Context: an optimization exercise on an open-source flow, tuned for small area. The choices shown serve that exercise and are no tape-out recipe. Function was checked by simulation only, so behaviour that the tests miss may differ from the original. Power figures rest on the tool's default switching activity, not on a simulated workload.

== job 101 ==
==> flow/design.v (excerpt) <==
module sccb_target #(
  parameter logic [7:0] DEV_ADDR = 8'h60
) (
  input  logic       clk,
  input  logic       reset,
  input  logic       scl,
  input  logic       sda_in,
  output logic       sda,
  output logic       sda_oe,
  output logic       wr_stb,
  output logic [7:0] wr_addr,
  output logic [7:0] wr_data,
  output logic       busy
);
For scale: roughly 2300 cells after synthesis, ~24 I/O pins, roughly 44000 um2 of cells after synthesis.
Settings: LEC_CHECK=0, CAP_MARGIN=20, CORE_MARGIN=2, CORE_UTILIZATION=70, PLACE_DENSITY=0.8, SLEW_MARGIN=20; clock period 10.0 ns.
standard.sh (not shown) runs the stock make flow with config.mk's settings and CLKGATE_MAP_FILE= SYNTH_SCRIPT=/design/flow/synth_recipe.tcl, a recipe that flattens the netlist after the stock synthesis.
==> flow/flow/run.sh <==
#!/bin/bash
# The standard layout (standard.sh) with an area-oriented logic mapping and a leaner
# clock tree:
# - synthesis is the standard flow's own script with ABC's default area mapping (synth_area.tcl);
# - CTS without dummy loads, clustered onto clkbuf_8 leaf buffers;
# - small port buffers;
# - after global routing, clock buffers whose loads would see too much slew are upsized
#   (fixclk.tcl).
# Each run's full output goes to a log file in the folder this runs in.
set -euo pipefail
here=$(pwd)
export FLOW_WORK=$here
cts="-sink_clustering_enable -repair_clock_nets -dont_use_dummy_load"
cts="$cts -buf_list sky130_fd_sc_hd__clkbuf_8 -sink_clustering_size 18 -sink_clustering_max_diameter 90"
bash standard.sh finish \
  "SYNTH_SCRIPT=$here/flow/synth_area.tcl" \
  "CTS_ARGS=$cts" \
  "BUFFER_PORTS_ARGS=-buffer_cell sky130_fd_sc_hd__buf_1" \
  "POST_GLOBAL_ROUTE_TCL=$here/flow/fixclk.tcl" > "$here/standard.log" 2>&1
==> flow/flow/synth_area.tcl <==
# The standard flow's synthesis script (synth_recipe.tcl, which runs ORFS's synth.tcl) with one change:
# ABC maps the logic with Yosys's default (area-oriented) script instead of ORFS's
# delay-oriented one and without its delay target, as the design has several ns of setup slack. Flip-flops are mapped
# before ABC runs, so the registers, their names and cells are those of the standard synthesis.
proc abc {args} {
  set keep {}
  for {set i 0} {$i < [llength $args]} {incr i} {
    set a [lindex $args $i]
    if {$a in {-script -constr -D}} { incr i; continue }
    lappend keep $a
  }
  yosys abc {*}$keep
}
source $::env(FLOW_WORK)/synth_recipe.tcl
Other scripts of this flow, unchanged in this note and not shown: flow/flow/fixclk.tcl
Job 101 closes out successfully: all stages finished, all timing, DRC and antenna checks passed.
## Diff of input files: job 102 against job 101
--- a/flow/flow/run.sh
+++ b/flow/flow/run.sh
@@ -13,3 +13,3 @@
 cts="-sink_clustering_enable -repair_clock_nets -dont_use_dummy_load"
-cts="$cts -buf_list sky130_fd_sc_hd__clkbuf_8 -sink_clustering_size 18 -sink_clustering_max_diameter 90"
+cts="$cts -buf_list sky130_fd_sc_hd__clkbuf_8 -sink_clustering_size 18 -sink_clustering_max_diameter 45"
 bash standard.sh finish \
--- a/flow/config.mk
+++ b/flow/config.mk
@@ -9,4 +9,4 @@
 export CORE_MARGIN = 2
-export CORE_UTILIZATION = 70
-export PLACE_DENSITY = 0.8
+export CORE_UTILIZATION = 75
+export PLACE_DENSITY = 0.85
 export SLEW_MARGIN = 20
--- outcome ---
Highest cell delay on the worst timing path essentially unchanged between job 102 and job 101. Relative to job 101, ratio of cells with drive above 1 in the final layout increased by 0.30 points in job 102. Job 102 vs job 101 on synthesis-to-finish area growth: job 102 is the higher one. STATUS pre-CTS setup slack: job 102 wins against job 101. Comparing job 102 with job 101, the combinational share of power came out essentially unchanged.
Edits applied to the flow inputs when going from job 102 to job 103:
==> flow/flow/run.sh <==
#!/bin/bash
# The standard layout (standard.sh, standard synthesis) with a leaner clock tree:
# CTS without dummy loads, small port buffers, and after global routing any leaf clock
# buffer whose flip-flop clock pins would see too much slew is upsized (fixclk.tcl).
# Each run's full output goes to a log file in the folder this runs in.
set -euo pipefail
here=$(pwd)
cts="-sink_clustering_enable -repair_clock_nets -dont_use_dummy_load"
cts="$cts -buf_list sky130_fd_sc_hd__clkbuf_8 -sink_clustering_size 16 -sink_clustering_max_diameter 40"
bash standard.sh finish \
  "CTS_ARGS=$cts" \
  "BUFFER_PORTS_ARGS=-buffer_cell sky130_fd_sc_hd__buf_1" \
  "POST_GLOBAL_ROUTE_TCL=$here/flow/fixclk.tcl" > "$here/standard.log" 2>&1
--- a/flow/config.mk
+++ b/flow/config.mk
@@ -7,6 +7,7 @@
 export LEC_CHECK = 0
+export ABC_AREA = 1
 export CAP_MARGIN = 20
 export CORE_MARGIN = 2
-export CORE_UTILIZATION = 75
-export PLACE_DENSITY = 0.85
+export CORE_UTILIZATION = 70
+export PLACE_DENSITY = 0.8
 export SLEW_MARGIN = 20
removed: flow/flow/synth_area.tcl
==> comparison <==
For job 102, the capture point of the worst path was wr_addr[0], unlike job 103, where it was wr_data[6]. Cell area | job 103 vs job 102 | job 103 larger. Reg-to-reg setup timing slack, job 103 and job 102: smaller value in job 102. [job 103] fraction of power consumed by the clock network fell 3.6 points relative to job 102.
### job 103 -> job 104
==> flow/flow/run.sh <==
#!/bin/bash
# The standard layout (standard.sh) with an area-oriented logic mapping and a leaner
# clock tree:
# - synthesis is the standard flow's own script with ABC's default area mapping (synth_area.tcl);
# - CTS without dummy loads, clustered onto clkbuf_8 leaf buffers;
# - small port buffers;
# - after global routing, clock buffers whose loads would see too much slew are upsized
#   (fixclk.tcl).
# Each run's full output goes to a log file in the folder this runs in.
set -euo pipefail
here=$(pwd)
export FLOW_WORK=$here
cts="-sink_clustering_enable -repair_clock_nets -dont_use_dummy_load"
cts="$cts -buf_list sky130_fd_sc_hd__clkbuf_8 -sink_clustering_size 20 -sink_clustering_max_diameter 60"
bash standard.sh finish \
  "SYNTH_SCRIPT=$here/flow/synth_area.tcl" \
  "CTS_ARGS=$cts" \
  "BUFFER_PORTS_ARGS=-buffer_cell sky130_fd_sc_hd__buf_1" \
  "POST_GLOBAL_ROUTE_TCL=$here/flow/fixclk.tcl" > "$here/standard.log" 2>&1
==> flow/flow/synth_area.tcl (new file) <==
# The standard flow's synthesis script (synth_recipe.tcl, which runs ORFS's synth.tcl) with one change:
# ABC maps the logic with Yosys's default (area-oriented) script instead of ORFS's
# delay-oriented one and without its delay target, as the design has several ns of setup slack. Flip-flops are mapped
# before ABC runs, so the registers, their names and cells are those of the standard synthesis.
proc abc {args} {
  set keep {}
  for {set i 0} {$i < [llength $args]} {incr i} {
    set a [lindex $args $i]
    if {$a in {-script -constr -D}} { incr i; continue }
    lappend keep $a
  }
  yosys abc {*}$keep
}
source $::env(FLOW_WORK)/synth_recipe.tcl
--- a/flow/config.mk
+++ b/flow/config.mk
@@ -7,3 +7,2 @@
 export LEC_CHECK = 0
-export ABC_AREA = 1
 export CAP_MARGIN = 20
Notes after the runs:
Clock-cell share of area for job 104 is higher than for job 103. Looking at post-synthesis net count across job 103 and job 104, the one that comes out higher is job 103. Re fraction of standard cell area in multi-input logic: job 103 and job 104 aren't equal, and the lower value belongs to job 104. Between job 104 and job 103, it is job 104 whose post-synthesis compound-gate area fraction is higher, by 0.50 points. In job 104, the post-synthesis mux area share came out 0.71 points above the value in job 103. The design area on job 103 is in line with that on job 104. Higher placed standard-cell area goes to job 103 over job 104. Measured against each other, job 103 and job 104 differ in height of the chip, the lower figure coming from job 104. Per the final summary, job 104 finished and its layout is clean on timing, DRC and antenna. Compared with job 103, job 104 shows a lower power in sequential cells. Of job 103 and job 104, job 104 shows the higher area growth from synthesis to layout, with job 103 below it.
For job 105, these inputs were changed with respect to job 104:
--- a/flow/flow/run.sh
+++ b/flow/flow/run.sh
@@ -13,3 +13,3 @@
 cts="-sink_clustering_enable -repair_clock_nets -dont_use_dummy_load"
-cts="$cts -buf_list sky130_fd_sc_hd__clkbuf_8 -sink_clustering_size 20 -sink_clustering_max_diameter 60"
+cts="$cts -buf_list sky130_fd_sc_hd__clkbuf_8 -sink_clustering_size 18 -sink_clustering_max_diameter 45"
 bash standard.sh finish \
--- a/flow/config.mk
+++ b/flow/config.mk
@@ -9,4 +9,4 @@
 export CORE_MARGIN = 2
-export CORE_UTILIZATION = 70
-export PLACE_DENSITY = 0.8
+export CORE_UTILIZATION = 80
+export PLACE_DENSITY = 0.9
 export SLEW_MARGIN = 20
Notes after the runs:
Job 105 did not finish; a tool error ended it in detailed placement. Diff job 104..job 105 | cell area after technology mapping | unchanged. Job 105 against job 104: number of enable flip-flop cells after synthesis held steady, gate count of the mapped netlist held steady, fraction of synthesized area in multiplexers held steady, die width shrank by 6.4%, sequential fraction of the synthesis area held steady. Job 105 vs. job 104: global placement routability congestion dropped 0.018, half-perimeter wire length after detailed placement climbed about 70%.

sccb_target again, from the RTL that the note above started with.
// sccb_target
module sccb_target #(
  parameter logic [7:0] DEV_ADDR = 8'h60
) (
  input  logic       clk,
  input  logic       reset,
  input  logic       scl,
  input  logic       sda_in,
  output logic       sda,
  output logic       sda_oe,
  output logic       wr_stb,
  output logic [7:0] wr_addr,
  output logic [7:0] wr_data,
  output logic       busy
);
export LEC_CHECK = 0
export CAP_MARGIN = 20
export CORE_MARGIN = 2
export CORE_UTILIZATION = 70
export PLACE_DENSITY = 0.8
export SLEW_MARGIN = 20
create_clock -name core_clock -period 10.0 [get_ports {clk}]
==> flow/flow/run.sh <==
#!/bin/bash
# The standard layout (standard.sh) with an area-oriented logic mapping and a leaner
# clock tree:
# - synthesis is the standard flow's own script with ABC's default area mapping (synth_area.tcl);
# - CTS without dummy loads, clustered onto clkbuf_8 leaf buffers;
# - small port buffers;
# - after global routing, clock buffers whose loads would see too much slew are upsized
#   (fixclk.tcl).
# Each run's full output goes to a log file in the folder this runs in.
set -euo pipefail
here=$(pwd)
export FLOW_WORK=$here
cts="-sink_clustering_enable -repair_clock_nets -dont_use_dummy_load"
cts="$cts -buf_list sky130_fd_sc_hd__clkbuf_8 -sink_clustering_size 18 -sink_clustering_max_diameter 45"
bash standard.sh finish \
  "SYNTH_SCRIPT=$here/flow/synth_area.tcl" \
  "CTS_ARGS=$cts" \
  "BUFFER_PORTS_ARGS=-buffer_cell sky130_fd_sc_hd__buf_1" \
  "POST_GLOBAL_ROUTE_TCL=$here/flow/fixclk.tcl" > "$here/standard.log" 2>&1
==> flow/flow/fixclk.tcl <==
# Sourced by ORFS's global_route.tcl after global routing (POST_GLOBAL_ROUTE_TCL).
# Upsizes clock buffers whose loads would see too much slew, estimated from the global
# routes: first the buffers that drive other clock buffers, then those that drive
# flip-flops. Then it legalises, reroutes the changed nets, checks again, and rewrites the
# route guides.
set ::fix_target 0.120
set ::fix_ladder {sky130_fd_sc_hd__clkbuf_1 sky130_fd_sc_hd__clkbuf_2 sky130_fd_sc_hd__clkbuf_4
  sky130_fd_sc_hd__clkbuf_8 sky130_fd_sc_hd__clkbuf_16}

proc fix_pin_slew {pin} {
  set w 0
  foreach e {rise fall} {
    foreach a {min max} {
      set s [get_property $pin slew_${a}_$e]
      if {$s > $w} { set w $s }
    }
  }
  return $w
}

# Upsize the clock tree buffers of one kind (leaf 1: driving anything but clock buffers)
# whose loads are over the target.
proc fix_pass {leaf} {
  global fix_target fix_ladder
  set n 0
  foreach inst [get_cells -quiet clkbuf_*] {
    set m [get_property $inst ref_name]
    set i [lsearch -exact $fix_ladder $m]
    if {$i < 0} { continue }
    set out [get_pins -of_objects $inst -filter "direction==output"]
    set loads [get_pins -quiet -of_objects [get_nets -of_objects $out] -filter "direction==input"]
    set to_ff 0
    set w 0
    foreach p $loads {
      if {[lsearch -exact $fix_ladder [get_property [get_cells -of_objects $p] ref_name]] < 0} { set to_ff 1 }
      set s [fix_pin_slew $p]
      if {$s > $w} { set w $s }
    }
    if {$to_ff != $leaf || $w <= $fix_target} { continue }
    set name [get_full_name $inst]
    if {$i == [llength $fix_ladder] - 1} {
      puts "fixclk: $name ($m) slew $w left as is"
      continue
    }
    set nm [lindex $fix_ladder [expr {$i + 1}]]
    puts "fixclk: $name $m -> $nm (slew $w)"
    replace_cell $inst $nm
    incr n
  }
  return $n
}

set_propagated_clock [all_clocks]
# The reroute after legalising can change other clock nets, so check again until a round
# changes nothing.
for {set round 0} {$round < 4} {incr round} {
  set changed 0
  global_route -start_incremental
  foreach leaf {0 1} {
    for {set it 0} {$it < 4} {incr it} {
      estimate_parasitics -global_routing
      set n [fix_pass $leaf]
      puts "fixclk: round $round leaf $leaf pass $it upsized $n"
      incr changed $n
      if {$n == 0} { break }
    }
  }
  detailed_placement
  global_route -end_incremental
  if {$changed == 0} { break }
}
check_placement -verbose
estimate_parasitics -global_routing
write_guides $::env(RESULTS_DIR)/route.guide
==> flow/flow/synth_area.tcl <==
# The standard flow's synthesis script (synth_recipe.tcl, which runs ORFS's synth.tcl) with one change:
# ABC maps the logic with Yosys's default (area-oriented) script instead of ORFS's
# delay-oriented one and without its delay target, as the design has several ns of setup slack. Flip-flops are mapped
# before ABC runs, so the registers, their names and cells are those of the standard synthesis.
proc abc {args} {
  set keep {}
  for {set i 0} {$i < [llength $args]} {incr i} {
    set a [lindex $args $i]
    if {$a in {-script -constr -D}} { incr i; continue }
    lappend keep $a
  }
  yosys abc {*}$keep
}
source $::env(FLOW_WORK)/synth_recipe.tcl
Next try:
--- a/flow/flow/run.sh
+++ b/flow/flow/run.sh
@@ -12,5 +12,5 @@
 export FLOW_WORK=$here
 cts="-sink_clustering_enable -repair_clock_nets -dont_use_dummy_load"
-cts="$cts -buf_list sky130_fd_sc_hd__clkbuf_8 -sink_clustering_size 18 -sink_clustering_max_diameter 45"
+cts="$cts -buf_list sky130_fd_sc_hd__clkbuf_8 -sink_clustering_size 20 -sink_clustering_max_diameter 50"
 bash standard.sh finish \
   "SYNTH_SCRIPT=$here/flow/synth_area.tcl" \
Effect:
- total power rises by 7.2%
- cell area rises by 1.6%
- clock skew falls by 0.022 ns
- flip-flop and latch count is unchanged
Next try:
--- a/flow/flow/run.sh
+++ b/flow/flow/run.sh
@@ -3,5 +3,5 @@
 # clock tree:
 # - synthesis is the standard flow's own script with ABC's default area mapping (synth_area.tcl);
-# - CTS without dummy loads, clustered onto clkbuf_8 leaf buffers;
+# - CTS without dummy loads, clustered onto clkbuf_8 leaf buffers (18 flip-flops each);
 # - small port buffers;
 # - after global routing, clock buffers whose loads would see too much slew are upsized
@@ -12,5 +12,5 @@
 export FLOW_WORK=$here
 cts="-sink_clustering_enable -repair_clock_nets -dont_use_dummy_load"
-cts="$cts -buf_list sky130_fd_sc_hd__clkbuf_8 -sink_clustering_size 20 -sink_clustering_max_diameter 50"
+cts="$cts -buf_list sky130_fd_sc_hd__clkbuf_8 -sink_clustering_size 18 -sink_clustering_max_diameter 60"
 bash standard.sh finish \
   "SYNTH_SCRIPT=$here/flow/synth_area.tcl" \
Core utilization shrinks by 1.4 points.
Via count shrinks by 3.1%.
Register-to-register slack barely changes.
Die area is unchanged.
Wire length shrinks by 20%.
Next try:
--- a/flow/flow/run.sh
+++ b/flow/flow/run.sh
@@ -3,5 +3,5 @@
 # clock tree:
 # - synthesis is the standard flow's own script with ABC's default area mapping (synth_area.tcl);
-# - CTS without dummy loads, clustered onto clkbuf_8 leaf buffers (18 flip-flops each);
+# - CTS without dummy loads, clustered onto clkbuf_8 leaf buffers;
 # - small port buffers;
 # - after global routing, clock buffers whose loads would see too much slew are upsized
@@ -12,5 +12,5 @@
 export FLOW_WORK=$here
 cts="-sink_clustering_enable -repair_clock_nets -dont_use_dummy_load"
-cts="$cts -buf_list sky130_fd_sc_hd__clkbuf_8 -sink_clustering_size 18 -sink_clustering_max_diameter 60"
+cts="$cts -buf_list sky130_fd_sc_hd__clkbuf_16 -sink_clustering_size 26 -sink_clustering_max_diameter 50"
 bash standard.sh finish \
   "SYNTH_SCRIPT=$here/flow/synth_area.tcl" \
--- a/flow/flow/fixclk.tcl
+++ b/flow/flow/fixclk.tcl
@@ -2,5 +2,5 @@
 # Upsizes clock buffers whose loads would see too much slew, estimated from the global
 # routes: first the buffers that drive other clock buffers, then those that drive
-# flip-flops. Then it legalises, reroutes the changed nets, checks again, and rewrites the
+# flip-flops, and then tries smaller buffers where the slew allows. Then it legalises, reroutes the changed nets, checks again, and rewrites the
 # route guides.
 set ::fix_target 0.120
@@ -17,4 +17,36 @@
   }
   return $w
+}
+
+proc fix_load_slew {inst} {
+  set out [get_pins -of_objects $inst -filter "direction==output"]
+  set w 0
+  foreach p [get_pins -quiet -of_objects [get_nets -of_objects $out] -filter "direction==input"] {
+    set s [fix_pin_slew $p]
+    if {$s > $w} { set w $s }
+  }
+  return $w
+}
+
+# Try one size smaller for each buffer that drives flip-flops; keep it if its loads stay
+# under the target.
+proc fix_down {} {
+  global fix_target fix_ladder
+  set n 0
+  foreach inst [get_cells -quiet clkbuf_leaf_*] {
+    set m [get_property $inst ref_name]
+    set i [lsearch -exact $fix_ladder $m]
+    if {$i <= 0} { continue }
+    set nm [lindex $fix_ladder [expr {$i - 1}]]
+    replace_cell $inst $nm
+    set w [fix_load_slew $inst]
+    if {$w > $fix_target - 0.003} {
+      replace_cell $inst $m
+    } else {
+      puts "fixclk: [get_full_name $inst] $m -> $nm (slew $w)"
+      incr n
+    }
+  }
+  return $n
 }
 
@@ -66,4 +98,12 @@
     }
   }
+  if {$round == 0} {
+    set n [fix_down]
+    puts "fixclk: round $round downsized $n"
+    incr changed $n
+    estimate_parasitics -global_routing
+    set n [fix_pass 1]
+    puts "fixclk: round $round after downsizing upsized $n"
+  }
   detailed_placement
   global_route -end_incremental
Result:
- The new run completed without violations
- total power grows by 4.6%
- area after synthesis stays the same
- routed wire length rose by 17%
Next try:
--- a/flow/flow/run.sh
+++ b/flow/flow/run.sh
@@ -12,5 +12,5 @@
 export FLOW_WORK=$here
 cts="-sink_clustering_enable -repair_clock_nets -dont_use_dummy_load"
-cts="$cts -buf_list sky130_fd_sc_hd__clkbuf_16 -sink_clustering_size 26 -sink_clustering_max_diameter 50"
+cts="$cts -buf_list sky130_fd_sc_hd__clkbuf_8 -sink_clustering_size 18 -sink_clustering_max_diameter 45"
 bash standard.sh finish \
   "SYNTH_SCRIPT=$here/flow/synth_area.tcl" \
--- a/flow/flow/fixclk.tcl
+++ b/flow/flow/fixclk.tcl
@@ -2,5 +2,5 @@
 # Upsizes clock buffers whose loads would see too much slew, estimated from the global
 # routes: first the buffers that drive other clock buffers, then those that drive
-# flip-flops, and then tries smaller buffers where the slew allows. Then it legalises, reroutes the changed nets, checks again, and rewrites the
+# flip-flops. Then it legalises, reroutes the changed nets, checks again, and rewrites the
 # route guides.
 set ::fix_target 0.120
@@ -17,36 +17,4 @@
   }
   return $w
-}
-
-proc fix_load_slew {inst} {
-  set out [get_pins -of_objects $inst -filter "direction==output"]
-  set w 0
-  foreach p [get_pins -quiet -of_objects [get_nets -of_objects $out] -filter "direction==input"] {
-    set s [fix_pin_slew $p]
-    if {$s > $w} { set w $s }
-  }
-  return $w
-}
-
-# Try one size smaller for each buffer that drives flip-flops; keep it if its loads stay
-# under the target.
-proc fix_down {} {
-  global fix_target fix_ladder
-  set n 0
-  foreach inst [get_cells -quiet clkbuf_leaf_*] {
-    set m [get_property $inst ref_name]
-    set i [lsearch -exact $fix_ladder $m]
-    if {$i <= 0} { continue }
-    set nm [lindex $fix_ladder [expr {$i - 1}]]
-    replace_cell $inst $nm
-    set w [fix_load_slew $inst]
-    if {$w > $fix_target - 0.003} {
-      replace_cell $inst $m
-    } else {
-      puts "fixclk: [get_full_name $inst] $m -> $nm (slew $w)"
-      incr n
-    }
-  }
-  return $n
 }
 
@@ -98,12 +66,4 @@
     }
   }
-  if {$round == 0} {
-    set n [fix_down]
-    puts "fixclk: round $round downsized $n"
-    incr changed $n
-    estimate_parasitics -global_routing
-    set n [fix_pass 1]
-    puts "fixclk: round $round after downsizing upsized $n"
-  }
   detailed_placement
   global_route -end_incremental
==> flow/flow/synth_area.tcl (replaced) <==
# The standard flow's synthesis script (synth_recipe.tcl, which runs ORFS's synth.tcl) with one change:
# ABC maps the logic with Yosys's default (area-oriented) script instead of ORFS's
# delay-oriented one, as the design has several ns of setup slack. Flip-flops are mapped
# before ABC runs, so the registers, their names and cells are those of the standard synthesis.
proc abc {args} {
  set keep {}
  for {set i 0} {$i < [llength $args]} {incr i} {
    set a [lindex $args $i]
    if {$a eq "-script" || $a eq "-constr"} { incr i; continue }
    lappend keep $a
  }
  yosys abc {*}$keep
}
source $::env(FLOW_WORK)/synth_recipe.tcl
Flip-flop and latch count does not change.
Clock skew stays flat.
Sequential share of layout area climbs by 0.77 points.
Next try:
==> flow/flow/run.sh (replaced) <==
#!/bin/bash
# The standard layout (standard.sh, standard synthesis) with a leaner clock tree:
# CTS without dummy loads, small port buffers, and after global routing any leaf clock
# buffer whose flip-flop clock pins would see too much slew is upsized (fixclk.tcl).
# Each run's full output goes to a log file in the folder this runs in.
set -euo pipefail
here=$(pwd)
cts="-sink_clustering_enable -repair_clock_nets -dont_use_dummy_load"
cts="$cts -buf_list sky130_fd_sc_hd__clkbuf_8 -sink_clustering_size 18 -sink_clustering_max_diameter 45"
bash standard.sh finish \
  "CTS_ARGS=$cts" \
  "BUFFER_PORTS_ARGS=-buffer_cell sky130_fd_sc_hd__buf_1" \
  "POST_GLOBAL_ROUTE_TCL=$here/flow/fixclk.tcl" > "$here/standard.log" 2>&1
ABC_AREA = 1   (was unset)
removed: flow/flow/synth_area.tcl
=> The changed run finished clean. Die area increases by 1.4%. Worst setup slack is worse by 0.074 ns. Wire length grows by 18%. Power goes up by 3.6%. Final cell count rose by 6.1%. Via count increases by 7.7%. Critical path depth went up by 1. Utilization rises by 0.45 points.

[what the ideal ports hide]
No port has a modelled driver above. Below, the same layouts with a new extraction and two added sets of constraints.
Step 1, drivers: a clkbuf_16 drives clk and a buf_2 each remaining input, both assumed.
Step 2, shift: input delay + t, output delay - t, t = (earliest + latest rising clock arrival at the registers) / 2. This alone moves slack from input paths to output paths.
Slacks: no drivers / after step 1 / after step 2; pairs: no drivers / after step 1.
run | t, ns | slack for setup (ns) | worst hold slack (ns) | slew at the worst register clock pin (ns) | worst data-port slew with drivers (ns)
job 101 | 0.712 | 6.448 / 6.382 / 7.093 | 0.273 / 0.273 / 0.273 | 0.11 / 0.11 | 0.03
job 102 | 0.750 | 6.414 / 6.350 / 6.832 | 0.288 / 0.288 / 0.288 | 0.12 / 0.12 | 0.04
job 103 | 0.713 | 6.384 / 6.326 / 7.038 | 0.290 / 0.290 / 0.290 | 0.10 / 0.10 | 0.03
job 104 | 0.709 | 6.478 / 6.412 / 7.120 | 0.273 / 0.273 / 0.273 | 0.11 / 0.11 | 0.03
the first run of note 2 | 0.721 | 6.466 / 6.397 / 7.118 | 0.256 / 0.256 / 0.256 | 0.11 / 0.11 | 0.03
the second run of note 2 | 0.766 | 6.392 / 6.321 / 7.087 | 0.270 / 0.270 / 0.270 | 0.11 / 0.11 | 0.03
the third run of note 2 | 0.707 | 6.455 / 6.390 / 7.096 | 0.269 / 0.269 / 0.269 | 0.11 / 0.11 | 0.03
the fourth run of note 2 | 0.689 | 6.513 / 6.448 / 7.137 | 0.249 / 0.249 / 0.249 | 0.11 / 0.11 | 0.03
the fifth run of note 2 | 0.721 | 6.466 / 6.397 / 7.118 | 0.256 / 0.256 / 0.256 | 0.11 / 0.11 | 0.03
the sixth run of note 2 | 0.733 | 6.392 / 6.320 / 7.053 | 0.287 / 0.287 / 0.287 | 0.12 / 0.12 | 0.03
After both steps every run listed still meets setup and hold.
